Background: an optimization exercise with open tools, aiming at small area. Do not read the settings as production practice.
Where RTL was checked, it was by simulation tests only, not by an equivalence proof against the original.
The clock port is modelled as an ideal driver; clocking choices that lean on that would not hold on a real chip.
Power and IR drop assume default switching activity.

==> run Y <==
// conv_ctrl_top
module conv_ctrl_top
(
    input  logic        clk,
    input  logic        rst,
    input  logic        start,
    input  logic [39:0] cfg,
    input  logic        weight_ack,
    input  logic        load_done,
    input  logic        run_done,
    input  logic        drain_done,
    output logic        weight_req,
    output logic        load_en,
    output logic        load_restart,
    output logic        run_start,
    output logic        drain_en,
    output logic [3:0]  bank_sel,
    output logic [19:0] ifmap_win,
    output logic [19:0] weight_win,
    output logic [19:0] out_win,
    output logic        done_filter,
    output logic        done_all
);
    localparam logic [4:0] S_IDLE  = 5'd0;
    localparam logic [4:0] S_WRL   = 5'd1;
    localparam logic [4:0] S_WRB   = 5'd2;
    localparam logic [4:0] S_WRN   = 5'd3;
    localparam logic [4:0] S_CSL   = 5'd4;
    localparam logic [4:0] S_CSB   = 5'd5;
    localparam logic [4:0] S_CSN   = 5'd6;
    localparam logic [4:0] S_SETA  = 5'd7;
    localparam logic [4:0] S_SETB  = 5'd8;
    localparam logic [4:0] S_LOAD  = 5'd9;
    localparam logic [4:0] S_RUN   = 5'd10;
  ...
Settings: LEC_CHECK=0, CAP_MARGIN=20, CORE_MARGIN=2, CORE_UTILIZATION=70, GPL_TIMING_DRIVEN=0, SLEW_MARGIN=20; clock period 30.0 ns.
standard.sh (not shown) runs the stock make flow with config.mk's settings and CLKGATE_MAP_FILE= SYNTH_SCRIPT=/design/flow/synth_recipe.tcl, a recipe that flattens the netlist after the stock synthesis.
==> flow/flow/run.sh <==
#!/bin/bash
# The standard layout with an area-oriented synthesis mapping:
# ripple-carry adders instead of Kogge-Stone, no full/half-adder cell
# extraction, an area-only ABC script, and the smallest buffer on ports.
# The clock tree uses small clock buffers and no dummy loads.
# Registers are inferred and mapped exactly as in the standard synthesis.
set -euo pipefail
W=$(pwd)
F=$W/flow
{ head -n 1 synth_recipe.tcl; cat $F/abc_proc.tcl; tail -n +2 synth_recipe.tcl; } > $W/flow_synth.tcl
export FLOW_ABC_SCRIPT=$F/abc_area.script
export BUFFER_PORTS_ARGS="-buffer_cell sky130_fd_sc_hd__buf_1"
export CTS_ARGS="-sink_clustering_enable -repair_clock_nets -dont_use_dummy_load \
  -buf_list sky130_fd_sc_hd__clkbuf_4 -root_buf sky130_fd_sc_hd__clkbuf_4 \
  -sink_clustering_size 16 -sink_clustering_max_diameter 60"
bash standard.sh SYNTH_SCRIPT=$W/flow_synth.tcl ADDER_MAP_FILE= \
  "SYNTH_OPERATIONS_ARGS=-extra-map $F/lcu_ripple.v" finish > $W/standard.log 2>&1
==> flow/flow/abc_area.script <==
strash
&get -n
&fraig -x
&put
scorr
dc2
strash
dch -f
amap -F 20 -A 20
strash
dch -f
amap -F 20 -A 20
==> flow/flow/abc_proc.tcl <==
# Map the logic with this flow's area script in place of ORFS's
proc abc {args} {
  set i [lsearch -exact $args -script]
  if { $i >= 0 } {
    lset args [expr { $i + 1 }] $::env(FLOW_ABC_SCRIPT)
  }
  yosys abc {*}$args
}
==> flow/flow/lcu_ripple.v <==
(* techmap_celltype = "$lcu" *)
module _80_lcu_ripple (P, G, CI, CO);
	parameter WIDTH = 2;

	(* force_downto *)
	input [WIDTH-1:0] P, G;
	input CI;

	(* force_downto *)
	output [WIDTH-1:0] CO;

	integer i;
	(* force_downto *)
	reg [WIDTH-1:0] g;

	wire [1023:0] _TECHMAP_DO_ = "proc; opt -fast";

	always @* begin
		g = G;
		g[0] = g[0] | (P[0] & CI);
		for (i = 1; i < WIDTH; i = i + 1)
			g[i] = g[i] | P[i] & g[i - 1];
	end

	assign CO = g;
endmodule
==> run A: changes against run Y <==
--- a/flow/design.v
+++ b/flow/design.v
@@ -101,12 +101,14 @@
     logic [9:0] len;
     logic [9:0] nch;
     logic [5:0] bat_left;    
     logic       bat_part;    
     logic       bat_more;
     logic [9:0] chan;        
+    logic [3:0] chan_lo;     
+    logic [5:0] chan_hi;
     logic [6:0] tile;        
     logic [9:0] o_b;         
     logic [2:0] pad_left;    
     logic [9:0] i_s, i_e, w_s, w_e, o_s, o_e;
     wire capture = (state == S_IDLE) && start;
     assign bat_more = (bat_left[5:1] != 5'd0) || (bat_left[0] && bat_part);
@@ -202,26 +204,27 @@
             bat_left <= bat_left - 6'd1;
         end
     end
     wire chan_setup  = (state == S_CSL) || (state == S_CSB) || (state == S_CSN);
     wire chan_first  = (state == S_CSL) || (state == S_CSB);
     wire tile_setup  = (state == S_TSET);
+    assign chan = {chan_hi, chan_lo};
     always_ff @(posedge clk or negedge rst) begin
         if (!rst) begin
-            chan[3:0] <= '0;
+            chan_lo <= '0;
         end else if (chan_first) begin
-            chan[3:0] <= '0;
+            chan_lo <= '0;
         end else if (state == S_CSN) begin
-            chan[3:0] <= chan_inc[3:0];
+            chan_lo <= chan_inc[3:0];
         end
     end
     always_ff @(posedge clk) begin
         if (chan_first) begin
-            chan[9:4] <= '0;
+            chan_hi <= '0;
         end else if (state == S_CSN) begin
-            chan[9:4] <= chan_inc[9:4];
+            chan_hi <= chan_inc[9:4];
         end
     end
     always_ff @(posedge clk or negedge rst) begin
         if (!rst) begin
             tile <= '0;
         end else if (chan_setup) begin
@@ -256,26 +259,24 @@
             i_rem <= i_left[10] ? 10'd0 : i_left[9:0];
         end
     end
     always_ff @(posedge clk or negedge rst) begin
         if (!rst) begin
             i_e1 <= 10'd1;
-        end else if (chan_first) begin
-            i_e1 <= len;
-        end else if (state == S_CSN && chan[3:0] == 4'd15) begin
-            i_e1 <= i_e1 + len;
+        end else if (chan_first || (state == S_CSN && chan[3:0] == 4'd15)) begin
+            i_e1 <= (chan_first ? 10'd0 : i_e1) + len;
         end
     end
     logic [4:0] w_kern;      
     logic [9:0] w_next;
     assign w_next = w_s + {5'd0, w_kern};
     assign w_e    = w_next - 10'd1;
     always_ff @(posedge clk or negedge rst) begin
         if (!rst) begin
             w_kern <= 5'd1;
-        end else if (state == S_CSL) begin
+        end else if (chan_first) begin
             w_kern <= kern;
         end
     end
     always_ff @(posedge clk or negedge rst) begin
         if (!rst) begin
             w_s <= '0;
@@ -289,20 +290,18 @@
     assign o_s = {o_b[9:4] + tile[5:0], o_b[3:0]};
     assign o_e = o_b + o_x;
     always_ff @(posedge clk or negedge rst) begin
         if (!rst) begin
             o_b <= '0;
             o_x <= '0;
-        end else if (state == S_CSL) begin
-            o_b <= '0;
+        end else if (chan_first) begin
+            o_b <= (state == S_CSL) ? 10'd0 : o_e + 10'd1;
             o_x <= olm1w;
-        end else if (state == S_CSB) begin
-            o_b <= o_e + 10'd1;
         end
     end
-    assign bank_sel     = chan[3:0];
+    assign bank_sel     = chan_lo;
     assign ifmap_win    = {i_s, i_e};
     assign weight_win   = {w_s, w_e};
     assign out_win      = {o_s, o_e};
     assign weight_req   = (state == S_WRL) || (state == S_WRB) || (state == S_WRN);
     assign load_en      = (state == S_LOAD);
     assign load_restart = (state == S_RSTR);
==> flow/flow/run.sh (replaced) <==
#!/bin/bash
# The standard layout with an area-oriented synthesis mapping:
# ripple-carry adders instead of Kogge-Stone, no full/half-adder cell
# extraction, an area-only ABC script, and the smallest buffer on ports.
# The clock tree uses small clock buffers and no dummy loads; those
# driving the slowest clock pins are then upsized (post_cts.tcl).
# Registers are inferred and mapped exactly as in the standard synthesis.
set -euo pipefail
W=$(pwd)
F=$W/flow
{ head -n 1 synth_recipe.tcl; cat $F/abc_proc.tcl; tail -n +2 synth_recipe.tcl; } > $W/flow_synth.tcl
export FLOW_ABC_SCRIPT=$F/abc_area.script
export BUFFER_PORTS_ARGS="-buffer_cell sky130_fd_sc_hd__buf_1"
export CTS_ARGS="-sink_clustering_enable -repair_clock_nets -dont_use_dummy_load \
  -buf_list sky130_fd_sc_hd__clkbuf_4 -root_buf sky130_fd_sc_hd__clkbuf_4 \
  -sink_clustering_size 16 -sink_clustering_max_diameter 60"
export POST_CTS_TCL=$F/post_cts.tcl
bash standard.sh SYNTH_SCRIPT=$W/flow_synth.tcl ADDER_MAP_FILE= \
  "SYNTH_OPERATIONS_ARGS=-extra-map $F/lcu_ripple.v" finish > $W/standard.log 2>&1
==> flow/flow/post_cts.tcl (new file) <==
estimate_parasitics -placement
set flow_upsized 0
foreach inst [get_cells -filter "ref_name == sky130_fd_sc_hd__clkbuf_4"] {
  set out [get_pins -of_objects $inst -filter "direction == output"]
  set worst 0
  foreach pin [get_pins -of_objects [get_nets -of_objects $out] -filter "direction == input"] {
    foreach rf {rise fall} {
      set s [get_property $pin slew_max_$rf]
      if { $s > $worst } { set worst $s }
    }
  }
  if { $worst > 0.1 } {
    replace_cell $inst sky130_fd_sc_hd__clkbuf_8
    incr flow_upsized
  }
}
puts "upsized $flow_upsized clock buffers"
if { $flow_upsized > 0 } {
  detailed_placement
  estimate_parasitics -placement
}
- GPL_TIMING_DRIVEN: 0 -> unset
==> results.txt <==
Outcome: run A timing/DRC/antenna clean; run Y timing/DRC/antenna clean
Post-Synthesis Cell Area: run A 7230 µm²; run Y 7260 µm²
Total placed instance area: run A 7820 µm²; run Y 7920 µm²
Relative contribution of combinational cells to total power: run A 60.4%; run Y 61.8%
Sequential fraction of design power: run A 30.1%; run Y 29.6%
Proportion of cell area spent on the clock network: run A 1.84%; run Y 1.59%
Reported clock group power: run A 81.0 µW; run Y 76.2 µW
Maximum operating frequency: run A 103 MHz; run Y 102 MHz
Wire length per cell after detailed routing: run A 13.9 µm; run Y 14.4 µm
Yosys cell types: run A 39; run Y 41
Clock group share of total power: run A 9.4%; run Y 8.6%
Cell Count, Final, Fillers Out: run A 1233; run Y 1228
Total wirelength of the detailed-routed design: run A 17100 µm; run Y 17600 µm
Fraction of area in registers: run A 38.9%; run Y 38.6%
Final worst path period share: run A 32.3%; run Y 32.7%
Power attributed to sequential cells: run A 258 µW; run Y 263 µW
Max rail drop VDD: run A 0.0000535 V; run Y 0.0000688 V
The RTL of run Y was laid out without a check of its function.

-- port drivers added, routing unchanged --
In the flow no input, the clock included, has a driving cell. The finished layouts below were timed again as built, in two steps. Step 1: set_driving_cell puts a clkbuf_16 on clk and a buf_2 on each other input, an assumption about the parent block. Step 2 adds t to the input delays and takes it off the output delays; t is the mean of the earliest and latest rising clock arrival at the registers after step 1. Input paths then give back, and output paths get back, about the clock's delay inside the block. Three values: no drivers, after step 1, after step 2; two values: the first two.
run | shift t [ns] | setup slack, ns | worst hold slack (ns) | worst data-port slew with drivers (ns) | pins driven straight from the clock port
run Y | 0.615 | 20.176 / 20.142 / 20.757 | 0.483 / 0.483 / 0.483 | 0.06 | 1
run A | 0.447 | 20.314 / 20.278 / 20.725 | 0.472 / 0.472 / 0.472 | 0.04 | 1
After both steps setup and hold are still met in every run listed.
